What follows belongs to an exercise in optimizing a design on an open flow for small area, a short achievable clock period and few clock cycles per item; a production flow would make more cautious choices. In this exercise RTL edits were held to simulation tests only and were not proved equivalent to the original.

File: config.mk
export PLATFORM = sky130hd
export DESIGN_NAME = rgb_to_hsl_convert
export DESIGN_NICKNAME = rgb_to_hsl_convert
export VERILOG_FILES = /design/flow/design.v
export SDC_FILE = /design/flow/constraint.sdc
export NUM_CORES = 4
export LEC_CHECK = 0
export ABC_AREA = 1
export CAP_MARGIN = 20
export CORE_MARGIN = 2
export CORE_UTILIZATION = 40
export SETUP_SLACK_MARGIN = 4.2
export SLEW_MARGIN = 20
File: constraint.sdc
create_clock -name core_clock -period 8.0 [get_ports {i_clk}]
set_input_delay 1.6000 -clock core_clock [delete_from_list [all_inputs] [get_ports {i_clk}]]
set_output_delay 1.6000 -clock core_clock [all_outputs]
set_load 0.01 [all_outputs]
File: design.v
module rgb_to_hsl_convert (
    input  logic        i_clk,
    input  logic        i_rst_n,
    input  logic        i_valid,
    output logic        o_stall,
    input  logic [7:0]  i_red,
    input  logic [7:0]  i_green,
    input  logic [7:0]  i_blue,
    input  logic [7:0]  i_alpha,
    output logic        o_valid,
    input  logic        i_stall,
    output logic [12:0] o_hue,
    output logic [7:0]  o_saturation,
    output logic [7:0]  o_luminance,
    output logic [7:0]  o_alpha_out
);
    logic        en;
    logic [6:0]  vld;
    logic [12:0] n_hue;
    logic [7:0]  n_sat, n_lum, n_alpha;
    logic [7:0]  red, green, blue, alpha;
    assign red   = i_red;
    assign green = i_green;
    assign blue  = i_blue;
    assign alpha = i_alpha;
    assign en      = !(o_valid && i_stall);
    assign o_stall = !en;
    logic [7:0] dgrg__1;
    assign dgrg__1 = red & ~green;
    logic [7:0] dprg__2;
    assign dprg__2 = ~(red ^ green);
    logic [0:0] dc0rg__3;
    assign dc0rg__3 = dgrg__1[0];
    logic [0:0] dc1rg__4;
    assign dc1rg__4 = dgrg__1[0] | dprg__2[0];
    logic [0:0] dc0rg__5;
    assign dc0rg__5 = (dgrg__1[1] | (dprg__2[1] & dgrg__1[0]));
    logic [0:0] dc1rg__6;
    assign dc1rg__6 = (dgrg__1[1] | (dprg__2[1] & dgrg__1[0])) | (dprg__2[1] & dprg__2[0]);
    logic [0:0] dc0rg__7;
    assign dc0rg__7 = (dgrg__1[2] | (dprg__2[2] & (dgrg__1[1] | (dprg__2[1] & dgrg__1[0]))));
    logic [0:0] dc1rg__8;
    assign dc1rg__8 = (dgrg__1[2] | (dprg__2[2] & (dgrg__1[1] | (dprg__2[1] & dgrg__1[0])))) | (dprg__2[2] & (dprg__2[1] & dprg__2[0]));
    logic [0:0] dc0rg__9;
    assign dc0rg__9 = ((dgrg__1[3] | (dprg__2[3] & dgrg__1[2])) | ((dprg__2[3] & dprg__2[2]) & (dgrg__1[1] | (dprg__2[1] & dgrg__1[0]))));
    logic [0:0] dc1rg__10;
    assign dc1rg__10 = ((dgrg__1[3] | (dprg__2[3] & dgrg__1[2])) | ((dprg__2[3] & dprg__2[2]) & (dgrg__1[1] | (dprg__2[1] & dgrg__1[0])))) | ((dprg__2[3] & dprg__2[2]) & (dprg__2[1] & dprg__2[0]));
    logic [0:0] dc0rg__11;
    assign dc0rg__11 = (dgrg__1[4] | (dprg__2[4] & ((dgrg__1[3] | (dprg__2[3] & dgrg__1[2])) | ((dprg__2[3] & dprg__2[2]) & (dgrg__1[1] | (dprg__2[1] & dgrg__1[0]))))));
    logic [0:0] dc1rg__12;
    assign dc1rg__12 = (dgrg__1[4] | (dprg__2[4] & ((dgrg__1[3] | (dprg__2[3] & dgrg__1[2])) | ((dprg__2[3] & dprg__2[2]) & (dgrg__1[1] | (dprg__2[1] & dgrg__1[0])))))) | (dprg__2[4] & ((dprg__2[3] & dprg__2[2]) & (dprg__2[1] & dprg__2[0])));
    logic [0:0] dc0rg__13;
    assign dc0rg__13 = ((dgrg__1[5] | (dprg__2[5] & dgrg__1[4])) | ((dprg__2[5] & dprg__2[4]) & ((dgrg__1[3] | (dprg__2[3] & dgrg__1[2])) | ((dprg__2[3] & dprg__2[2]) & (dgrg__1[1] | (dprg__2[1] & dgrg__1[0]))))));
    logic [0:0] dc1rg__14;
    assign dc1rg__14 = ((dgrg__1[5] | (dprg__2[5] & dgrg__1[4])) | ((dprg__2[5] & dprg__2[4]) & ((dgrg__1[3] | (dprg__2[3] & dgrg__1[2])) | ((dprg__2[3] & dprg__2[2]) & (dgrg__1[1] | (dprg__2[1] & dgrg__1[0])))))) | ((dprg__2[5] & dprg__2[4]) & ((dprg__2[3] & dprg__2[2]) & (dprg__2[1] & dprg__2[0])));
    logic [0:0] dc0rg__15;
    assign dc0rg__15 = ((dgrg__1[6] | (dprg__2[6] & (dgrg__1[5] | (dprg__2[5] & dgrg__1[4])))) | ((dprg__2[6] & (dprg__2[5] & dprg__2[4])) & ((dgrg__1[3] | (dprg__2[3] & dgrg__1[2])) | ((dprg__2[3] & dprg__2[2]) & (dgrg__1[1] | (dprg__2[1] & dgrg__1[0]))))));
    logic [0:0] dc1rg__16;
    assign dc1rg__16 = ((dgrg__1[6] | (dprg__2[6] & (dgrg__1[5] | (dprg__2[5] & dgrg__1[4])))) | ((dprg__2[6] & (dprg__2[5] & dprg__2[4])) & ((dgrg__1[3] | (dprg__2[3] & dgrg__1[2])) | ((dprg__2[3] & dprg__2[2]) & (dgrg__1[1] | (dprg__2[1] & dgrg__1[0])))))) | ((dprg__2[6] & (dprg__2[5] & dprg__2[4])) & ((dprg__2[3] & dprg__2[2]) & (dprg__2[1] & dprg__2[0])));
    logic [0:0] dc0rg__17;
    assign dc0rg__17 = (((dgrg__1[7] | (dprg__2[7] & dgrg__1[6])) | ((dprg__2[7] & dprg__2[6]) & (dgrg__1[5] | (dprg__2[5] & dgrg__1[4])))) | (((dprg__2[7] & dprg__2[6]) & (dprg__2[5] & dprg__2[4])) & ((dgrg__1[3] | (dprg__2[3] & dgrg__1[2])) | ((dprg__2[3] & dprg__2[2]) & (dgrg__1[1] | (dprg__2[1] & dgrg__1[0]))))));
    logic [0:0] dc1rg__18;
    assign dc1rg__18 = (((dgrg__1[7] | (dprg__2[7] & dgrg__1[6])) | ((dprg__2[7] & dprg__2[6]) & (dgrg__1[5] | (dprg__2[5] & dgrg__1[4])))) | (((dprg__2[7] & dprg__2[6]) & (dprg__2[5] & dprg__2[4])) & ((dgrg__1[3] | (dprg__2[3] & dgrg__1[2])) | ((dprg__2[3] & dprg__2[2]) & (dgrg__1[1] | (dprg__2[1] & dgrg__1[0])))))) | (((dprg__2[7] & dprg__2[6]) & (dprg__2[5] & dprg__2[4])) & ((dprg__2[3] & dprg__2[2]) & (dprg__2[1] & dprg__2[0])));
    logic [8:0] xrg__19;
    assign xrg__19 = {!dc1rg__18, dprg__2 ^ {dc1rg__16, dc1rg__14, dc1rg__12, dc1rg__10, dc1rg__8, dc1rg__6, dc1rg__4, 1'b1}};
    logic [8:0] xgr__20;
    assign xgr__20 = {dc0rg__17, ~(dprg__2 ^ {dc0rg__15, dc0rg__13, dc0rg__11, dc0rg__9, dc0rg__7, dc0rg__5, dc0rg__3, 1'b0})};
    logic [7:0] dgrb__21;
    assign dgrb__21 = red & ~blue;
    logic [7:0] dprb__22;
    assign dprb__22 = ~(red ^ blue);
    logic [0:0] dc0rb__23;
    assign dc0rb__23 = dgrb__21[0];
    logic [0:0] dc1rb__24;
    assign dc1rb__24 = dgrb__21[0] | dprb__22[0];
    logic [0:0] dc0rb__25;
    assign dc0rb__25 = (dgrb__21[1] | (dprb__22[1] & dgrb__21[0]));
    logic [0:0] dc1rb__26;
    assign dc1rb__26 = (dgrb__21[1] | (dprb__22[1] & dgrb__21[0])) | (dprb__22[1] & dprb__22[0]);
    logic [0:0] dc0rb__27;
    assign dc0rb__27 = (dgrb__21[2] | (dprb__22[2] & (dgrb__21[1] | (dprb__22[1] & dgrb__21[0]))));
    logic [0:0] dc1rb__28;
    assign dc1rb__28 = (dgrb__21[2] | (dprb__22[2] & (dgrb__21[1] | (dprb__22[1] & dgrb__21[0])))) | (dprb__22[2] & (dprb__22[1] & dprb__22[0]));
    logic [0:0] dc0rb__29;
    assign dc0rb__29 = ((dgrb__21[3] | (dprb__22[3] & dgrb__21[2])) | ((dprb__22[3] & dprb__22[2]) & (dgrb__21[1] | (dprb__22[1] & dgrb__21[0]))));
    logic [0:0] dc1rb__30;
    assign dc1rb__30 = ((dgrb__21[3] | (dprb__22[3] & dgrb__21[2])) | ((dprb__22[3] & dprb__22[2]) & (dgrb__21[1] | (dprb__22[1] & dgrb__21[0])))) | ((dprb__22[3] & dprb__22[2]) & (dprb__22[1] & dprb__22[0]));
    logic [0:0] dc0rb__31;
    assign dc0rb__31 = (dgrb__21[4] | (dprb__22[4] & ((dgrb__21[3] | (dprb__22[3] & dgrb__21[2])) | ((dprb__22[3] & dprb__22[2]) & (dgrb__21[1] | (dprb__22[1] & dgrb__21[0]))))));
    logic [0:0] dc1rb__32;
    assign dc1rb__32 = (dgrb__21[4] | (dprb__22[4] & ((dgrb__21[3] | (dprb__22[3] & dgrb__21[2])) | ((dprb__22[3] & dprb__22[2]) & (dgrb__21[1] | (dprb__22[1] & dgrb__21[0])))))) | (dprb__22[4] & ((dprb__22[3] & dprb__22[2]) & (dprb__22[1] & dprb__22[0])));
    logic [0:0] dc0rb__33;
    assign dc0rb__33 = ((dgrb__21[5] | (dprb__22[5] & dgrb__21[4])) | ((dprb__22[5] & dprb__22[4]) & ((dgrb__21[3] | (dprb__22[3] & dgrb__21[2])) | ((dprb__22[3] & dprb__22[2]) & (dgrb__21[1] | (dprb__22[1] & dgrb__21[0]))))));
    logic [0:0] dc1rb__34;
    assign dc1rb__34 = ((dgrb__21[5] | (dprb__22[5] & dgrb__21[4])) | ((dprb__22[5] & dprb__22[4]) & ((dgrb__21[3] | (dprb__22[3] & dgrb__21[2])) | ((dprb__22[3] & dprb__22[2]) & (dgrb__21[1] | (dprb__22[1] & dgrb__21[0])))))) | ((dprb__22[5] & dprb__22[4]) & ((dprb__22[3] & dprb__22[2]) & (dprb__22[1] & dprb__22[0])));
    logic [0:0] dc0rb__35;
    assign dc0rb__35 = ((dgrb__21[6] | (dprb__22[6] & (dgrb__21[5] | (dprb__22[5] & dgrb__21[4])))) | ((dprb__22[6] & (dprb__22[5] & dprb__22[4])) & ((dgrb__21[3] | (dprb__22[3] & dgrb__21[2])) | ((dprb__22[3] & dprb__22[2]) & (dgrb__21[1] | (dprb__22[1] & dgrb__21[0]))))));
    logic [0:0] dc1rb__36;
    assign dc1rb__36 = ((dgrb__21[6] | (dprb__22[6] & (dgrb__21[5] | (dprb__22[5] & dgrb__21[4])))) | ((dprb__22[6] & (dprb__22[5] & dprb__22[4])) & ((dgrb__21[3] | (dprb__22[3] & dgrb__21[2])) | ((dprb__22[3] & dprb__22[2]) & (dgrb__21[1] | (dprb__22[1] & dgrb__21[0])))))) | ((dprb__22[6] & (dprb__22[5] & dprb__22[4])) & ((dprb__22[3] & dprb__22[2]) & (dprb__22[1] & dprb__22[0])));
    logic [0:0] dc0rb__37;
    assign dc0rb__37 = (((dgrb__21[7] | (dprb__22[7] & dgrb__21[6])) | ((dprb__22[7] & dprb__22[6]) & (dgrb__21[5] | (dprb__22[5] & dgrb__21[4])))) | (((dprb__22[7] & dprb__22[6]) & (dprb__22[5] & dprb__22[4])) & ((dgrb__21[3] | (dprb__22[3] & dgrb__21[2])) | ((dprb__22[3] & dprb__22[2]) & (dgrb__21[1] | (dprb__22[1] & dgrb__21[0]))))));
    logic [0:0] dc1rb__38;
    assign dc1rb__38 = (((dgrb__21[7] | (dprb__22[7] & dgrb__21[6])) | ((dprb__22[7] & dprb__22[6]) & (dgrb__21[5] | (dprb__22[5] & dgrb__21[4])))) | (((dprb__22[7] & dprb__22[6]) & (dprb__22[5] & dprb__22[4])) & ((dgrb__21[3] | (dprb__22[3] & dgrb__21[2])) | ((dprb__22[3] & dprb__22[2]) & (dgrb__21[1] | (dprb__22[1] & dgrb__21[0])))))) | (((dprb__22[7] & dprb__22[6]) & (dprb__22[5] & dprb__22[4])) & ((dprb__22[3] & dprb__22[2]) & (dprb__22[1] & dprb__22[0])));
    logic [8:0] xrb__39;
    assign xrb__39 = {!dc1rb__38, dprb__22 ^ {dc1rb__36, dc1rb__34, dc1rb__32, dc1rb__30, dc1rb__28, dc1rb__26, dc1rb__24, 1'b1}};
    logic [8:0] xbr__40;
    assign xbr__40 = {dc0rb__37, ~(dprb__22 ^ {dc0rb__35, dc0rb__33, dc0rb__31, dc0rb__29, dc0rb__27, dc0rb__25, dc0rb__23, 1'b0})};
    logic [7:0] dggb__41;
    assign dggb__41 = green & ~blue;
    logic [7:0] dpgb__42;
    assign dpgb__42 = ~(green ^ blue);
    logic [0:0] dc0gb__43;
    assign dc0gb__43 = dggb__41[0];
    logic [0:0] dc1gb__44;
    assign dc1gb__44 = dggb__41[0] | dpgb__42[0];
    logic [0:0] dc0gb__45;
    assign dc0gb__45 = (dggb__41[1] | (dpgb__42[1] & dggb__41[0]));
    logic [0:0] dc1gb__46;
    assign dc1gb__46 = (dggb__41[1] | (dpgb__42[1] & dggb__41[0])) | (dpgb__42[1] & dpgb__42[0]);
    logic [0:0] dc0gb__47;
    assign dc0gb__47 = (dggb__41[2] | (dpgb__42[2] & (dggb__41[1] | (dpgb__42[1] & dggb__41[0]))));
    logic [0:0] dc1gb__48;
    assign dc1gb__48 = (dggb__41[2] | (dpgb__42[2] & (dggb__41[1] | (dpgb__42[1] & dggb__41[0])))) | (dpgb__42[2] & (dpgb__42[1] & dpgb__42[0]));
    logic [0:0] dc0gb__49;
    assign dc0gb__49 = ((dggb__41[3] | (dpgb__42[3] & dggb__41[2])) | ((dpgb__42[3] & dpgb__42[2]) & (dggb__41[1] | (dpgb__42[1] & dggb__41[0]))));
    logic [0:0] dc1gb__50;
    assign dc1gb__50 = ((dggb__41[3] | (dpgb__42[3] & dggb__41[2])) | ((dpgb__42[3] & dpgb__42[2]) & (dggb__41[1] | (dpgb__42[1] & dggb__41[0])))) | ((dpgb__42[3] & dpgb__42[2]) & (dpgb__42[1] & dpgb__42[0]));
    logic [0:0] dc0gb__51;
    assign dc0gb__51 = (dggb__41[4] | (dpgb__42[4] & ((dggb__41[3] | (dpgb__42[3] & dggb__41[2])) | ((dpgb__42[3] & dpgb__42[2]) & (dggb__41[1] | (dpgb__42[1] & dggb__41[0]))))));
    logic [0:0] dc1gb__52;
    assign dc1gb__52 = (dggb__41[4] | (dpgb__42[4] & ((dggb__41[3] | (dpgb__42[3] & dggb__41[2])) | ((dpgb__42[3] & dpgb__42[2]) & (dggb__41[1] | (dpgb__42[1] & dggb__41[0])))))) | (dpgb__42[4] & ((dpgb__42[3] & dpgb__42[2]) & (dpgb__42[1] & dpgb__42[0])));
    logic [0:0] dc0gb__53;
    assign dc0gb__53 = ((dggb__41[5] | (dpgb__42[5] & dggb__41[4])) | ((dpgb__42[5] & dpgb__42[4]) & ((dggb__41[3] | (dpgb__42[3] & dggb__41[2])) | ((dpgb__42[3] & dpgb__42[2]) & (dggb__41[1] | (dpgb__42[1] & dggb__41[0]))))));
    logic [0:0] dc1gb__54;
    assign dc1gb__54 = ((dggb__41[5] | (dpgb__42[5] & dggb__41[4])) | ((dpgb__42[5] & dpgb__42[4]) & ((dggb__41[3] | (dpgb__42[3] & dggb__41[2])) | ((dpgb__42[3] & dpgb__42[2]) & (dggb__41[1] | (dpgb__42[1] & dggb__41[0])))))) | ((dpgb__42[5] & dpgb__42[4]) & ((dpgb__42[3] & dpgb__42[2]) & (dpgb__42[1] & dpgb__42[0])));
    logic [0:0] dc0gb__55;
    assign dc0gb__55 = ((dggb__41[6] | (dpgb__42[6] & (dggb__41[5] | (dpgb__42[5] & dggb__41[4])))) | ((dpgb__42[6] & (dpgb__42[5] & dpgb__42[4])) & ((dggb__41[3] | (dpgb__42[3] & dggb__41[2])) | ((dpgb__42[3] & dpgb__42[2]) & (dggb__41[1] | (dpgb__42[1] & dggb__41[0]))))));
    logic [0:0] dc1gb__56;
    assign dc1gb__56 = ((dggb__41[6] | (dpgb__42[6] & (dggb__41[5] | (dpgb__42[5] & dggb__41[4])))) | ((dpgb__42[6] & (dpgb__42[5] & dpgb__42[4])) & ((dggb__41[3] | (dpgb__42[3] & dggb__41[2])) | ((dpgb__42[3] & dpgb__42[2]) & (dggb__41[1] | (dpgb__42[1] & dggb__41[0])))))) | ((dpgb__42[6] & (dpgb__42[5] & dpgb__42[4])) & ((dpgb__42[3] & dpgb__42[2]) & (dpgb__42[1] & dpgb__42[0])));
    logic [0:0] dc0gb__57;
    assign dc0gb__57 = (((dggb__41[7] | (dpgb__42[7] & dggb__41[6])) | ((dpgb__42[7] & dpgb__42[6]) & (dggb__41[5] | (dpgb__42[5] & dggb__41[4])))) | (((dpgb__42[7] & dpgb__42[6]) & (dpgb__42[5] & dpgb__42[4])) & ((dggb__41[3] | (dpgb__42[3] & dggb__41[2])) | ((dpgb__42[3] & dpgb__42[2]) & (dggb__41[1] | (dpgb__42[1] & dggb__41[0]))))));
    logic [0:0] dc1gb__58;
    assign dc1gb__58 = (((dggb__41[7] | (dpgb__42[7] & dggb__41[6])) | ((dpgb__42[7] & dpgb__42[6]) & (dggb__41[5] | (dpgb__42[5] & dggb__41[4])))) | (((dpgb__42[7] & dpgb__42[6]) & (dpgb__42[5] & dpgb__42[4])) & ((dggb__41[3] | (dpgb__42[3] & dggb__41[2])) | ((dpgb__42[3] & dpgb__42[2]) & (dggb__41[1] | (dpgb__42[1] & dggb__41[0])))))) | (((dpgb__42[7] & dpgb__42[6]) & (dpgb__42[5] & dpgb__42[4])) & ((dpgb__42[3] & dpgb__42[2]) & (dpgb__42[1] & dpgb__42[0])));
    logic [8:0] xgb__59;
    assign xgb__59 = {!dc1gb__58, dpgb__42 ^ {dc1gb__56, dc1gb__54, dc1gb__52, dc1gb__50, dc1gb__48, dc1gb__46, dc1gb__44, 1'b1}};
    logic [8:0] xbg__60;
    assign xbg__60 = {dc0gb__57, ~(dpgb__42 ^ {dc0gb__55, dc0gb__53, dc0gb__51, dc0gb__49, dc0gb__47, dc0gb__45, dc0gb__43, 1'b0})};
    logic [0:0] ge_rg__61;
    assign ge_rg__61 = !xrg__19[8];
    logic [0:0] ge_rb__62;
    assign ge_rb__62 = !xrb__39[8];
    logic [0:0] ge_gb__63;
    assign ge_gb__63 = !xgb__59[8];
    logic [0:0] selr__64;
    assign selr__64 = ge_rg__61 & ge_rb__62;
    logic [0:0] selg__65;
    assign selg__65 = !selr__64 & ge_gb__63;
    logic [7:0] d__66;
    assign d__66 = 8'(selr__64 ? (ge_gb__63 ? xrb__39 : xrg__19) : (selg__65 ? (ge_rb__62 ? xgb__59 : xgr__20) : (ge_rg__61 ? xbg__60 : xbr__40)));
    logic [7:0] f__67;
    assign f__67 = 8'(selr__64 ? (ge_gb__63 ? xgb__59 : xbg__60) : (selg__65 ? (ge_rb__62 ? xrb__39 : xbr__40) : (ge_rg__61 ? xrg__19 : xgr__20)));
    logic [7:0] mn__68;
    assign mn__68 = ge_rg__61 ? (ge_gb__63 ? blue : green) : (ge_rb__62 ? blue : red);
    logic [0:0] neg__69;
    assign neg__69 = selr__64 ? !ge_gb__63 : (selg__65 ? ge_rb__62 : !ge_rg__61);
    logic [1:0] sec__70;
    assign sec__70 = selr__64 ? 2'd0 : (selg__65 ? 2'd1 : 2'd2);
    logic [7:0] mn__71;
    assign mn__71 = mn__68;
    logic [7:0] alpha__r1;
    logic [7:0] d__r1;
    logic [7:0] f__r1;
    logic [0:0] neg__r1;
    logic [1:0] sec__r1;
    logic [7:0] mn__r1;
    logic [8:0] sum__72;
    assign sum__72 = {1'b0, d__r1} + {mn__r1, 1'b0};
    logic [7:0] den__73;
    assign den__73 = sum__72[8] ? 8'(8'd254 - sum__72[7:0]) : sum__72[7:0];
    logic [0:0] shi__74;
    assign shi__74 = sum__72[8];
    logic [11:0] mh__75;
    assign mh__75 = ({4'b0, f__r1} << 4) - {4'b0, f__r1} + {11'b0, d__r1[7]};
    logic [7:0] hr__76;
    assign hr__76 = mh__75[11:4];
    logic [3:0] hm__77;
    assign hm__77 = mh__75[3:0];
    logic [8:0] ht__78;
    assign ht__78 = {hr__76, hm__77[3]};
    logic [9:0] hs__79;
    assign hs__79 = {1'b0, ht__78} - {2'b0, d__r1};
    logic [7:0] hr__80;
    assign hr__80 = hs__79[9] ? ht__78[7:0] : hs__79[7:0];
    logic [0:0] hq__81;
    assign hq__81 = !hs__79[9];
    logic [2:0] hm__82;
    assign hm__82 = hm__77[2:0];
    logic [7:0] alpha__r2;
    logic [7:0] d__r2;
    logic [0:0] neg__r2;
    logic [1:0] sec__r2;
    logic [7:0] den__r2;
    logic [0:0] shi__r2;
    logic [7:0] hr__r2;
    logic [0:0] hq__r2;
    logic [2:0] hm__r2;
    logic [8:0] ht__83;
    assign ht__83 = {hr__r2, hm__r2[2]};
    logic [9:0] hs__84;
    assign hs__84 = {1'b0, ht__83} - {2'b0, d__r2};
    logic [7:0] hr__85;
    assign hr__85 = hs__84[9] ? ht__83[7:0] : hs__84[7:0];
    logic [1:0] hq__86;
    assign hq__86 = {hq__r2, !hs__84[9]};
    logic [1:0] hm__87;
    assign hm__87 = hm__r2[1:0];
    logic [8:0] ht__88;
    assign ht__88 = {hr__85, hm__87[1]};
    logic [9:0] hs__89;
    assign hs__89 = {1'b0, ht__88} - {2'b0, d__r2};
    logic [7:0] hr__90;
    assign hr__90 = hs__89[9] ? ht__88[7:0] : hs__89[7:0];
    logic [2:0] hq__91;
    assign hq__91 = {hq__86, !hs__89[9]};
    logic [0:0] hm__92;
    assign hm__92 = hm__87[0:0];
    logic [15:0] ns__93;
    assign ns__93 = ({8'b0, d__r2} << 8) - {8'b0, d__r2} + {9'b0, den__r2[7:1]};
    logic [7:0] sr__94;
    assign sr__94 = ns__93[15:8];
    logic [7:0] sl__95;
    assign sl__95 = ns__93[7:0];
    logic [8:0] st__96;
    assign st__96 = {sr__94, sl__95[7]};
    logic [9:0] ss__97;
    assign ss__97 = {1'b0, st__96} - {2'b0, den__r2};
    logic [7:0] sr__98;
    assign sr__98 = ss__97[9] ? st__96[7:0] : ss__97[7:0];
    logic [0:0] sq__99;
    assign sq__99 = !ss__97[9];
    logic [6:0] sl__100;
    assign sl__100 = sl__95[6:0];
    logic [7:0] alpha__r3;
    logic [7:0] d__r3;
    logic [0:0] neg__r3;
    logic [1:0] sec__r3;
    logic [7:0] den__r3;
    logic [0:0] shi__r3;
    logic [7:0] hr__r3;
    logic [2:0] hq__r3;
    logic [0:0] hm__r3;
    logic [7:0] sr__r3;
    logic [0:0] sq__r3;
    logic [6:0] sl__r3;
    logic [8:0] ht__101;
    assign ht__101 = {hr__r3, hm__r3[0]};
    logic [9:0] hs__102;
    assign hs__102 = {1'b0, ht__101} - {2'b0, d__r3};
    logic [7:0] hr__103;
    assign hr__103 = hs__102[9] ? ht__101[7:0] : hs__102[7:0];
    logic [3:0] hq__104;
    assign hq__104 = {hq__r3, !hs__102[9]};
    logic [8:0] st__105;
    assign st__105 = {sr__r3, sl__r3[6]};
    logic [9:0] ss__106;
    assign ss__106 = {1'b0, st__105} - {2'b0, den__r3};
    logic [7:0] sr__107;
    assign sr__107 = ss__106[9] ? st__105[7:0] : ss__106[7:0];
    logic [1:0] sq__108;
    assign sq__108 = {sq__r3, !ss__106[9]};
    logic [5:0] sl__109;
    assign sl__109 = sl__r3[5:0];
    logic [8:0] ht__110;
    assign ht__110 = {hr__103, d__r3[6]};
    logic [9:0] hs__111;
    assign hs__111 = {1'b0, ht__110} - {2'b0, d__r3};
    logic [7:0] hr__112;
    assign hr__112 = hs__111[9] ? ht__110[7:0] : hs__111[7:0];
    logic [4:0] hq__113;
    assign hq__113 = {hq__104, !hs__111[9]};
    logic [8:0] st__114;
    assign st__114 = {sr__107, sl__109[5]};
    logic [9:0] ss__115;
    assign ss__115 = {1'b0, st__114} - {2'b0, den__r3};
    logic [7:0] sr__116;
    assign sr__116 = ss__115[9] ? st__114[7:0] : ss__115[7:0];
    logic [2:0] sq__117;
    assign sq__117 = {sq__108, !ss__115[9]};
    logic [4:0] sl__118;
    assign sl__118 = sl__109[4:0];
    logic [7:0] alpha__r4;
    logic [7:0] d__r4;
    logic [0:0] neg__r4;
    logic [1:0] sec__r4;
    logic [7:0] den__r4;
    logic [0:0] shi__r4;
    logic [7:0] hr__r4;
    logic [4:0] hq__r4;
    logic [7:0] sr__r4;
    logic [2:0] sq__r4;
    logic [4:0] sl__r4;
    logic [8:0] ht__119;
    assign ht__119 = {hr__r4, d__r4[5]};
    logic [9:0] hs__120;
    assign hs__120 = {1'b0, ht__119} - {2'b0, d__r4};
    logic [7:0] hr__121;
    assign hr__121 = hs__120[9] ? ht__119[7:0] : hs__120[7:0];
    logic [5:0] hq__122;
    assign hq__122 = {hq__r4, !hs__120[9]};
    logic [8:0] st__123;
    assign st__123 = {sr__r4, sl__r4[4]};
    logic [9:0] ss__124;
    assign ss__124 = {1'b0, st__123} - {2'b0, den__r4};
    logic [7:0] sr__125;
    assign sr__125 = ss__124[9] ? st__123[7:0] : ss__124[7:0];
    logic [3:0] sq__126;
    assign sq__126 = {sq__r4, !ss__124[9]};
    logic [3:0] sl__127;
    assign sl__127 = sl__r4[3:0];
    logic [8:0] ht__128;
    assign ht__128 = {hr__121, d__r4[4]};
    logic [9:0] hs__129;
    assign hs__129 = {1'b0, ht__128} - {2'b0, d__r4};
    logic [7:0] hr__130;
    assign hr__130 = hs__129[9] ? ht__128[7:0] : hs__129[7:0];
    logic [6:0] hq__131;
    assign hq__131 = {hq__122, !hs__129[9]};
    logic [8:0] st__132;
    assign st__132 = {sr__125, sl__127[3]};
    logic [9:0] ss__133;
    assign ss__133 = {1'b0, st__132} - {2'b0, den__r4};
    logic [7:0] sr__134;
    assign sr__134 = ss__133[9] ? st__132[7:0] : ss__133[7:0];
    logic [4:0] sq__135;
    assign sq__135 = {sq__126, !ss__133[9]};
    logic [2:0] sl__136;
    assign sl__136 = sl__127[2:0];
    logic [7:0] alpha__r5;
    logic [7:0] d__r5;
    logic [0:0] neg__r5;
    logic [1:0] sec__r5;
    logic [7:0] den__r5;
    logic [0:0] shi__r5;
    logic [7:0] hr__r5;
    logic [6:0] hq__r5;
    logic [7:0] sr__r5;
    logic [4:0] sq__r5;
    logic [2:0] sl__r5;
    logic [8:0] ht__137;
    assign ht__137 = {hr__r5, d__r5[3]};
    logic [9:0] hs__138;
    assign hs__138 = {1'b0, ht__137} - {2'b0, d__r5};
    logic [7:0] hr__139;
    assign hr__139 = hs__138[9] ? ht__137[7:0] : hs__138[7:0];
    logic [7:0] hq__140;
    assign hq__140 = {hq__r5, !hs__138[9]};
    logic [8:0] st__141;
    assign st__141 = {sr__r5, sl__r5[2]};
    logic [9:0] ss__142;
    assign ss__142 = {1'b0, st__141} - {2'b0, den__r5};
    logic [7:0] sr__143;
    assign sr__143 = ss__142[9] ? st__141[7:0] : ss__142[7:0];
    logic [5:0] sq__144;
    assign sq__144 = {sq__r5, !ss__142[9]};
    logic [1:0] sl__145;
    assign sl__145 = sl__r5[1:0];
    logic [8:0] ht__146;
    assign ht__146 = {hr__139, d__r5[2]};
    logic [9:0] hs__147;
    assign hs__147 = {1'b0, ht__146} - {2'b0, d__r5};
    logic [7:0] hr__148;
    assign hr__148 = hs__147[9] ? ht__146[7:0] : hs__147[7:0];
    logic [8:0] hq__149;
    assign hq__149 = {hq__140, !hs__147[9]};
    logic [8:0] st__150;
    assign st__150 = {sr__143, sl__145[1]};
    logic [9:0] ss__151;
    assign ss__151 = {1'b0, st__150} - {2'b0, den__r5};
    logic [7:0] sr__152;
    assign sr__152 = ss__151[9] ? st__150[7:0] : ss__151[7:0];
    logic [6:0] sq__153;
    assign sq__153 = {sq__144, !ss__151[9]};
    logic [0:0] sl__154;
    assign sl__154 = sl__145[0:0];
    logic [7:0] alpha__r6;
    logic [7:0] d__r6;
    logic [0:0] neg__r6;
    logic [1:0] sec__r6;
    logic [7:0] den__r6;
    logic [0:0] shi__r6;
    logic [7:0] hr__r6;
    logic [8:0] hq__r6;
    logic [7:0] sr__r6;
    logic [6:0] sq__r6;
    logic [0:0] sl__r6;
    logic [8:0] ht__155;
    assign ht__155 = {hr__r6, d__r6[1]};
    logic [9:0] hs__156;
    assign hs__156 = {1'b0, ht__155} - {2'b0, d__r6};
    logic [7:0] hr__157;
    assign hr__157 = hs__156[9] ? ht__155[7:0] : hs__156[7:0];
    logic [9:0] hq__158;
    assign hq__158 = {hq__r6, !hs__156[9]};
    logic [8:0] st__159;
    assign st__159 = {sr__r6, sl__r6[0]};
    logic [9:0] ss__160;
    assign ss__160 = {1'b0, st__159} - {2'b0, den__r6};
    logic [7:0] sr__161;
    assign sr__161 = ss__160[9] ? st__159[7:0] : ss__160[7:0];
    logic [7:0] sq__162;
    assign sq__162 = {sq__r6, !ss__160[9]};
    logic [0:0] tie__163;
    assign tie__163 = (hr__157 == 8'd0) & !d__r6[0];
    logic [0:0] grey__164;
    assign grey__164 = d__r6 == 8'd0;
    logic [12:0] base__165;
    assign base__165 = (sec__r6 == 2'd0) ? (neg__r6 ? 13'd5760 : 13'd0) : ((sec__r6 == 2'd1) ? 13'd1920 : 13'd3840);
    logic [12:0] hue__166;
    assign hue__166 = (base__165 | {12'b0, neg__r6 & tie__163}) + ({3'b0, hq__158} ^ {13{neg__r6}}) + {12'b0, neg__r6};
    assign n_hue = grey__164 ? 13'd0 : hue__166;
    assign n_sat = grey__164 ? 8'd0 : sq__162;
    assign n_lum = shi__r6 ? ~(8'(den__r6[7:1]) + 8'(den__r6[0])) : 8'(den__r6[7:1]);
    assign n_alpha = alpha__r6;
    always_ff @(posedge i_clk) begin
        if (!i_rst_n) begin
            vld <= '0;
        end else if (en) begin
            vld <= {vld[5:0], i_valid};
        end
    end
    always_ff @(posedge i_clk) begin
        if (en) begin
            alpha__r1 <= alpha;
            d__r1 <= d__66;
            f__r1 <= f__67;
            neg__r1 <= neg__69;
            sec__r1 <= sec__70;
            mn__r1 <= mn__71;
            alpha__r2 <= alpha__r1;
            d__r2 <= d__r1;
            neg__r2 <= neg__r1;
            sec__r2 <= sec__r1;
            den__r2 <= den__73;
            shi__r2 <= shi__74;
            hr__r2 <= hr__80;
            hq__r2 <= hq__81;
            hm__r2 <= hm__82;
            alpha__r3 <= alpha__r2;
            d__r3 <= d__r2;
            neg__r3 <= neg__r2;
            sec__r3 <= sec__r2;
            den__r3 <= den__r2;
            shi__r3 <= shi__r2;
            hr__r3 <= hr__90;
            hq__r3 <= hq__91;
            hm__r3 <= hm__92;
            sr__r3 <= sr__98;
            sq__r3 <= sq__99;
            sl__r3 <= sl__100;
            alpha__r4 <= alpha__r3;
            d__r4 <= d__r3;
            neg__r4 <= neg__r3;
            sec__r4 <= sec__r3;
            den__r4 <= den__r3;
            shi__r4 <= shi__r3;
            hr__r4 <= hr__112;
            hq__r4 <= hq__113;
            sr__r4 <= sr__116;
            sq__r4 <= sq__117;
            sl__r4 <= sl__118;
            alpha__r5 <= alpha__r4;
            d__r5 <= d__r4;
            neg__r5 <= neg__r4;
            sec__r5 <= sec__r4;
            den__r5 <= den__r4;
            shi__r5 <= shi__r4;
            hr__r5 <= hr__130;
            hq__r5 <= hq__131;
            sr__r5 <= sr__134;
            sq__r5 <= sq__135;
            sl__r5 <= sl__136;
            alpha__r6 <= alpha__r5;
            d__r6 <= d__r5;
            neg__r6 <= neg__r5;
            sec__r6 <= sec__r5;
            den__r6 <= den__r5;
            shi__r6 <= shi__r5;
            hr__r6 <= hr__148;
            hq__r6 <= hq__149;
            sr__r6 <= sr__152;
            sq__r6 <= sq__153;
            sl__r6 <= sl__154;
            o_hue        <= n_hue;
            o_saturation <= n_sat;
            o_luminance  <= n_lum;
            o_alpha_out  <= n_alpha;
        end
    end
    assign o_valid = vld[6];
endmodule
File: run.sh
#!/bin/bash
# synth_recipe.tcl (not shown) runs the flow's synth.tcl, then flattens the netlist and writes it again
# the make line also repeats each setting of config.mk as NAME=value (left out here)
make -C /OpenROAD-flow-scripts/flow DESIGN_CONFIG=/design/flow/config.mk WORK_HOME=/design/flow/orfs CLKGATE_MAP_FILE= SYNTH_SCRIPT=/design/flow/synth_recipe.tcl finish
==> run notes <==
- Max Slew Vio Count: 0
- Post-DP HPWL: 32000 um
- Rel. slew slack: 0.319
- Status: finished clean
- Startpoint types: register
- CTS Root Cell: clkbuf_16
- Most used cell, CP: nand2_1
- Filler instances: 4898
- Setup ws final: 4.22 ns
- CP endpoint kind: register
- Post-synth EDFFs: 340
- Global Route Usage Sum: 0.158
- Final ANT Viol Nets: 0
- CTS Buf Count: 38
- Final design utilization: 0.473
- Cells along the critical path: ha_1 -> nand2_1 -> o21ai_2 -> nand2_1 -> nand2_1 -> nand2_1 -> nand2_1 -> xor2_1 -> inv_1 -> ha_1 -> a21oi_1 -> nand2_1 -> nand4_1 -> o211ai_1 -> a21oi_2 -> buf_4 -> nand3_4 -> nor2_1 -> a21oi_1
- Crit share post-route: 0.473
- Vias post-DR: 15700
- Initial Utilization: 0.403
- H-tree depth: 2
- Slew at the pin with the worst max-slew slack: 1.02 ns
- CP max stage cell: edfxtp_1
- Setup TNS: 0 ns
- # diodes: 0
- Fraction of layout cells with a size suffix above 1: 0.111
- Layout Nets: 2651
- Sequential area share after synthesis: 0.478
- I/O pin count: 75
- TritonCTS clock tree: built
- Max FFs per register: 13
- Clk latency of the worst-skew pair: 0.54 ns
- Global route overflow: 0
- Final instance area: 25400 sq um
- Setup Viol. Count Final: 0
- # rows: 85
- Yosys warns: 1
- Clock-pin slew on the worst setup and hold paths: 0.06 ns
- Total die area: 56000 sq um
- Iter 0 DRT Violations: 882
- Final hold violation count: 0
- Die X: 237 um
- Post-layout min period: 3.78 ns
- Core box area: 53700 sq um
- Fmax: 0.264 GHz
- Placer Congestion: 0.893
- Crit path required time: 8.26 ns
- Skew final: 0.0216 ns
- Routed wire length: 45500 um
- Max incr delay on CP: 0.44 ns
- Post-synth cell types: 58
- FF+latch area: 10300 sq um
- First-pass GRT wire length: 73300 um
- FFs w/ async S/R, synth: 0
- Yosys reg bits: 347
- Top flop regs: o_hue x13, hq__r6 x9
- Tightest Hold Check Type: reg2reg
- Most used DFF post-synth: edfxtp_1
- Worst path arrival time: 4.05 ns
- Crit path max fanout: 5
- RSZ-0062 raised after global routing: true
- Drt wl/cell: 14.6 um
- Post-Place Setup Slack: 2.90 ns
- # DRC: 0
- Hold-fix buffers at CTS: 0
- Avg Cell Area, Syn: 9.76 sq um
- Max Cap Viol: 0
- Die height: 237 um
- Syn Nets: 2484
- CTS Sinks: 347
- Vias in the first global route: 15500
- Mapped Area: 21700 sq um
- Initial antenna violation count: 0
- Largest reg by FF count: o_hue
- Port bufs: 74
- Mapped Cells: 2219
- Synthesis-to-layout area growth: 17.3%
- CTS Buffer Depth: 3
- Via/cell ratio: 5.04
- Post-DP Area: 23100 sq um
- First-pass detailed-route iteration total: 6
- Hold WS: 0.410 ns
- Largest net degree at the start of global routing: 84
- Worst Path Class, Setup: reg2reg
- Multi-input gate area: 10400 sq um
==> cell usage after synthesis, types with 7 or more instances <==
| library cell | number | area share |
|---|---|---|
| nand3_2 | 10 | 0.0046 |
| fa_1 | 28 | 0.026 |
| clkbuf_1 | 7 | 0.0012 |
| inv_1 | 321 | 0.056 |
| a31oi_1 | 14 | 0.0040 |
| nor3_1 | 10 | 0.0023 |
| ha_1 | 201 | 0.12 |
| xor2_1 | 77 | 0.031 |
| edfxtp_1 | 340 | 0.47 |
| o21ai_1 | 31 | 0.0072 |
| o211ai_1 | 18 | 0.0062 |
| nand4_1 | 27 | 0.0078 |
| nand2_1 | 362 | 0.063 |
| a21oi_1 | 212 | 0.049 |
| buf_2 | 14 | 0.0032 |
| or2_2 | 14 | 0.0040 |
| nor2_1 | 135 | 0.023 |
| nand2_2 | 7 | 0.0020 |
| o21ai_0 | 135 | 0.031 |
| dfxtp_1 | 7 | 0.0065 |
| xnor2_1 | 70 | 0.028 |
| a21o_1 | 7 | 0.0024 |
| nand3_1 | 90 | 0.021 |
==> cells by family after synthesis <==
| family | synth area share |
|---|---|
| xor gates and xnor gates | 0.0602 |
| DFF | 0.478 |
| muxes | 0.00243 |
| buffers and inverters | 0.0667 |
| and+or+nand+nor | 0.138 |
| AOI/OAI and AO/OA | 0.113 |
| adders and majority gates | 0.142 |
==> layer usage <==
metal	global-route usage	wire, um	vias to the layer above
met5	0	0	-
met4	0.0602	1500	0
met3	0.0184	1380	93
met2	0.300	24000	262
met1	0.180	18600	7356
li1	-	-	7961
==> layout by cell type (no fill, tap or decap), types with 65 or more instances in the layout <==
master / n
buf_4: 73
nand3_1: 87
ha_1: 195
xor2_1: 76
a21oi_1: 195
nor2_1: 132
nand2_1: 348
clkdlybuf4s50_1: 65
xnor2_1: 70
o21ai_0: 127
inv_1: 310
edfxtp_1: 340
==> area by class of cell <==
class | count | share of cell area
Clock inverter | 21 | 0.00763
Multi-Input combinational cell | 1519 | 0.408
Inverter | 331 | 0.0510
Tap cell | 696 | 0.0343
Timing Repair Buffer | 148 | 0.0518
Timing Repair inverter | 1 | 0.000296
Sequential cell | 347 | 0.407
Clock buffer | 47 | 0.0396
==> through the flow <==
step,instances
floorplan,2219
CTS,3052
detailed placement,2962
global route,3110
finish,3110
global placement,2962
==> worst paths after layout <==
check,startpoint,end,cells after the start,slack (ns)
setup / recovery,den__r2[3]$_DFFE_PN_,sr__r3[7]$_DFFE_PN_,19,4.22
hold / removal,sl__r3[4]$_DFFE_PN_,sl__r4[4]$_DFFE_PN_,0,0.41
setup reg to reg,den__r2[3]$_DFFE_PN_,sr__r3[7]$_DFFE_PN_,19,4.22
hold reg to reg,sl__r3[4]$_DFFE_PN_,sl__r4[4]$_DFFE_PN_,0,0.41
==> critical path: cells and delay by family, from the launching register on <==
family / cells / cell delay (ns)
and+or+nand+nor: 9 / 1.05
AOI/OAI and AO/OA: 5 / 0.82
adders and majority gates: 2 / 0.75
DFF: 1 / 0.44
buffers and inverters: 2 / 0.24
xor gates and xnor gates: 1 / 0.22
==> repair_timing <==
item / CTS / global route
cloned: 6 / 5
setup endpoints to repair: 196 / 99
endpoints found under the hold margin: 0 / 0
resized for setup: 47 / 81
pin swaps: 10 / 23
buffers inserted: 16 / 53
Testbench counts, summed over its fixed seeds: cycles 32,056, pixels 32,000.

[afterwards: timing with drivers on the ports]
Ports are ideal in the flow. The routed layout listed here was re-timed in OpenROAD.
Step 1 (the two cells are an assumption about what drives the block):
set clk [get_ports {i_clk}]
set_driving_cell -lib_cell sky130_fd_sc_hd__clkbuf_16 $clk
set_driving_cell -lib_cell sky130_fd_sc_hd__buf_2 [delete_from_list [all_inputs] $clk]
Step 2 moves the port delays by t, midway between the first and last clock arrival at a register: inputs arrive t later, outputs are due t later. That takes back most of the time a late clock gives input paths.
Three values: ideal, step 1, step 2; two values: the first two.
shift t [ns]: 0.592
slack for setup (ns): 4.215 / 4.206 / 3.732
latest minus earliest clock arrival (ns): 0.022 / 0.022
After both steps this run still meets setup and hold. For this run, drivers alone change the setup slack by -0.009 ns; drivers and shift together by -0.483 ns.
